This design comes from an exercise in tuning for small area on the open sky130 flow, not from production work. Function was checked by simulation only, so behaviour that the tests miss may differ from the original. Power figures rest on the tool's default switching activity, not on a simulated workload.

Setup of alpha:
==> flow/design.v <==
module dual_port_ram_bit (
    input  logic clk,
    input  logic s0,
    input  logic s1,
    input  logic wr,
    input  logic d0n,
    input  logic d1n,
    output logic q
);
    logic r_q;
    logic w_u;
    assign w_u = ~((s0 & d0n) | (s1 & d1n));
    always_ff @(posedge clk) begin
        r_q <= (wr | r_q) & w_u;
    end
    assign q = r_q;
endmodule
module dual_port_ram_nor2 (
    input  logic a,
    input  logic b,
    output logic y
);
    assign y = ~(a | b);
endmodule
module dual_port_ram_or2 (
    input  logic a,
    input  logic b,
    output logic y
);
    assign y = a | b;
endmodule
module dual_port_ram_rd2 (
    input  logic e0,
    input  logic e1,
    input  logic a0,
    input  logic a1,
    output logic yn
);
    assign yn = ~((e0 & a0) | (e1 & a1));
endmodule
module dual_port_ram #(
    parameter int width = 8,
    parameter int depth = 256,
    parameter int addr  = 8
) (
    input  logic             clk,
    input  logic             rst,
    input  logic             rd_en0,
    input  logic             rd_en1,
    input  logic             wr_en0,
    input  logic             wr_en1,
    input  logic [width-1:0] data_in0,
    input  logic [width-1:0] data_in1,
    input  logic [addr-1:0]  rd_addr0,
    input  logic [addr-1:0]  wr_addr0,
    input  logic [addr-1:0]  rd_addr1,
    input  logic [addr-1:0]  wr_addr1,
    output logic [width-1:0] data_out0,
    output logic [width-1:0] data_out1
);
    localparam int NG = depth / 2;    
    logic [width-1:0] r_data_out0;
    logic [width-1:0] r_data_out1;
    logic [width-1:0] w_d0n;
    logic [width-1:0] w_d1n;
    logic [15:0]      w_whi0n, w_wlo0n, w_whi1n, w_wlo1n;
    logic [15:0]      w_rhi0n, w_rlo0n, w_rhi1n, w_rlo1n;
    logic [depth-1:0] w_re0, w_re1;
    logic [width-1:0] w_q [0:depth-1];
    logic [NG-1:0]    w_p0n [0:width-1];
    logic [NG-1:0]    w_p1n [0:width-1];
    logic [width-1:0] w_rd_data0;
    logic [width-1:0] w_rd_data1;
    logic             w_we0;
    logic             w_we1;
    assign w_d0n = ~data_in0;
    assign w_d1n = ~data_in1;
    assign w_we0 = wr_en0 & ~rst;
    assign w_we1 = wr_en1 & ~rst & ~(wr_en0 & (wr_addr0 == wr_addr1));
    for (genvar j = 0; j < 16; j++) begin : g_pre
        assign w_whi0n[j] = ~(w_we0 & (wr_addr0[7:4] == 4'(j)));
        assign w_wlo0n[j] = ~(wr_addr0[3:0] == 4'(j));
        assign w_whi1n[j] = ~(w_we1 & (wr_addr1[7:4] == 4'(j)));
        assign w_wlo1n[j] = ~(wr_addr1[3:0] == 4'(j));
        assign w_rhi0n[j] = ~(rd_addr0[7:4] == 4'(j));
        assign w_rlo0n[j] = ~(rd_addr0[3:0] == 4'(j));
        assign w_rhi1n[j] = ~(rd_addr1[7:4] == 4'(j));
        assign w_rlo1n[j] = ~(rd_addr1[3:0] == 4'(j));
    end
    for (genvar w = 0; w < depth; w++) begin : g_word
        logic w_s0, w_s1, w_wr;
        dual_port_ram_nor2 u_s0 (
            .a(w_whi0n[w / 16]), .b(w_wlo0n[w % 16]), .y(w_s0)
        );
        dual_port_ram_nor2 u_s1 (
            .a(w_whi1n[w / 16]), .b(w_wlo1n[w % 16]), .y(w_s1)
        );
        dual_port_ram_or2 u_wr (
            .a(w_s0), .b(w_s1), .y(w_wr)
        );
        for (genvar b = 0; b < width; b++) begin : g_bit
            dual_port_ram_bit u_bit (
                .clk(clk), .s0(w_s0), .s1(w_s1), .wr(w_wr),
                .d0n(w_d0n[b]), .d1n(w_d1n[b]), .q(w_q[w][b])
            );
        end
        assign w_re0[w] = ~(w_rhi0n[w / 16] | w_rlo0n[w % 16]);
        assign w_re1[w] = ~(w_rhi1n[w / 16] | w_rlo1n[w % 16]);
    end
    for (genvar b = 0; b < width; b++) begin : g_rbit
        for (genvar g = 0; g < NG; g++) begin : g_grp
            dual_port_ram_rd2 u_rd0 (
                .e0(w_re0[2*g]), .e1(w_re0[2*g+1]),
                .a0(w_q[2*g][b]), .a1(w_q[2*g+1][b]),
                .yn(w_p0n[b][g])
            );
            dual_port_ram_rd2 u_rd1 (
                .e0(w_re1[2*g]), .e1(w_re1[2*g+1]),
                .a0(w_q[2*g][b]), .a1(w_q[2*g+1][b]),
                .yn(w_p1n[b][g])
            );
        end
        assign w_rd_data0[b] = ~&w_p0n[b];
        assign w_rd_data1[b] = ~&w_p1n[b];
    end
    always_ff @(posedge clk) begin
        if (rst) begin
            r_data_out0 <= '0;
            r_data_out1 <= '0;
        end else begin
            if (rd_en0) begin
                r_data_out0 <= w_rd_data0;
            end
            if (rd_en1) begin
                r_data_out1 <= w_rd_data1;
            end
        end
    end
    assign data_out0 = r_data_out0;
    assign data_out1 = r_data_out1;
endmodule
Settings: LEC_CHECK=0, CAP_MARGIN=20, CORE_MARGIN=2, CORE_UTILIZATION=40, CTS_BUF_LIST=sky130_fd_sc_hd__clkbuf_16, CTS_CLUSTER_DIAMETER=80, CTS_CLUSTER_SIZE=30, SLEW_MARGIN=20, SYNTH_HIERARCHICAL=1; clock period 6.0 ns.
standard.sh (not shown) runs the stock make flow with config.mk's settings and CLKGATE_MAP_FILE= SYNTH_SCRIPT=/design/flow/synth_recipe.tcl, a recipe that flattens the netlist after the stock synthesis.
==> flow/flow/run.sh <==
#!/bin/bash
# The standard layout, except that after the standard synthesis the
# combinational cells that synthesis upsized for speed (a22oi_2, a221oi_2) are
# put back to their minimum drive strength; the timing repair steps of the
# standard flow size up again whatever needs it. Registers are untouched.
set -euo pipefail
WORK=$(pwd)
RES=$WORK/orfs/results/${FLOW_PLATFORM}/dual_port_ram/base

bash standard.sh synth > "$WORK/synth.log" 2>&1

sed -i -E 's/\bsky130_fd_sc_hd__(a22oi|a221oi)_2\b/sky130_fd_sc_hd__\1_1/g' "$RES/1_2_yosys.v"
grep -c "sky130_fd_sc_hd__a22" "$RES/1_2_yosys.v" > "$WORK/resize.log" || true
rm -f "$RES/1_synth.odb"

bash standard.sh finish > "$WORK/layout.log" 2>&1
Every stage of the flow completed for alpha, and the final layout passed the timing, design-rule and antenna checks.
The inputs of beta differ from those of alpha as listed below.
Settings: CORE_UTILIZATION changed from 40 to 50.
- beta did not stop at any stage, and its layout met the timing, design-rule and antenna checks.
- Cell count of the worst reg-to-reg path essentially unchanged between beta and alpha.
- Cell area on beta is ahead of alpha.
- The sequential cell area of beta and that of alpha are within noise of each other.
- For the critical path depth, beta came in 1 lower than alpha did.
- Internal reg-to-reg setup slack ends up lower on beta.
- When beta is set beside alpha, its power turns out to be about 3.6% smaller.
- When beta is measured against alpha, its power share of the sequential group turns out 1.9 points higher.
- The detail-routed net length per standard cell of beta falls short of that of alpha by 0.47 µm.
- Setup slack, alpha and beta: smaller value in beta
- beta against alpha; wire length of the first global-routing pass is down by a few percent.

==> port drivers added, routing unchanged <==
In the flow no input, the clock included, has a driving cell. The finished layouts below were timed again as built, in two steps. Step 1 sets driving cells, clkbuf_16 on the clock port and buf_2 on the other inputs (assumed; they add their load-dependent delay and slew). Step 2 times the ports against the registers' clock, not the clock port: input delays grow and output delays shrink by t, the midpoint of the rising clock arrivals with the driver on. Three values: ideal ports, drivers, drivers and shift; two values: the first two.
run	shift t [ns]	slack for setup (ns)	cell pins on the clock port's net
alpha	0.911	0.480 / 0.548 / -0.364	1
beta	0.956	0.235 / 0.308 / -0.647	1
Met with ideal ports but missed after step 2: setup timing in alpha and beta. For beta, which loses most, drivers alone change the setup slack by +0.073 ns; drivers and shift together by -0.882 ns.
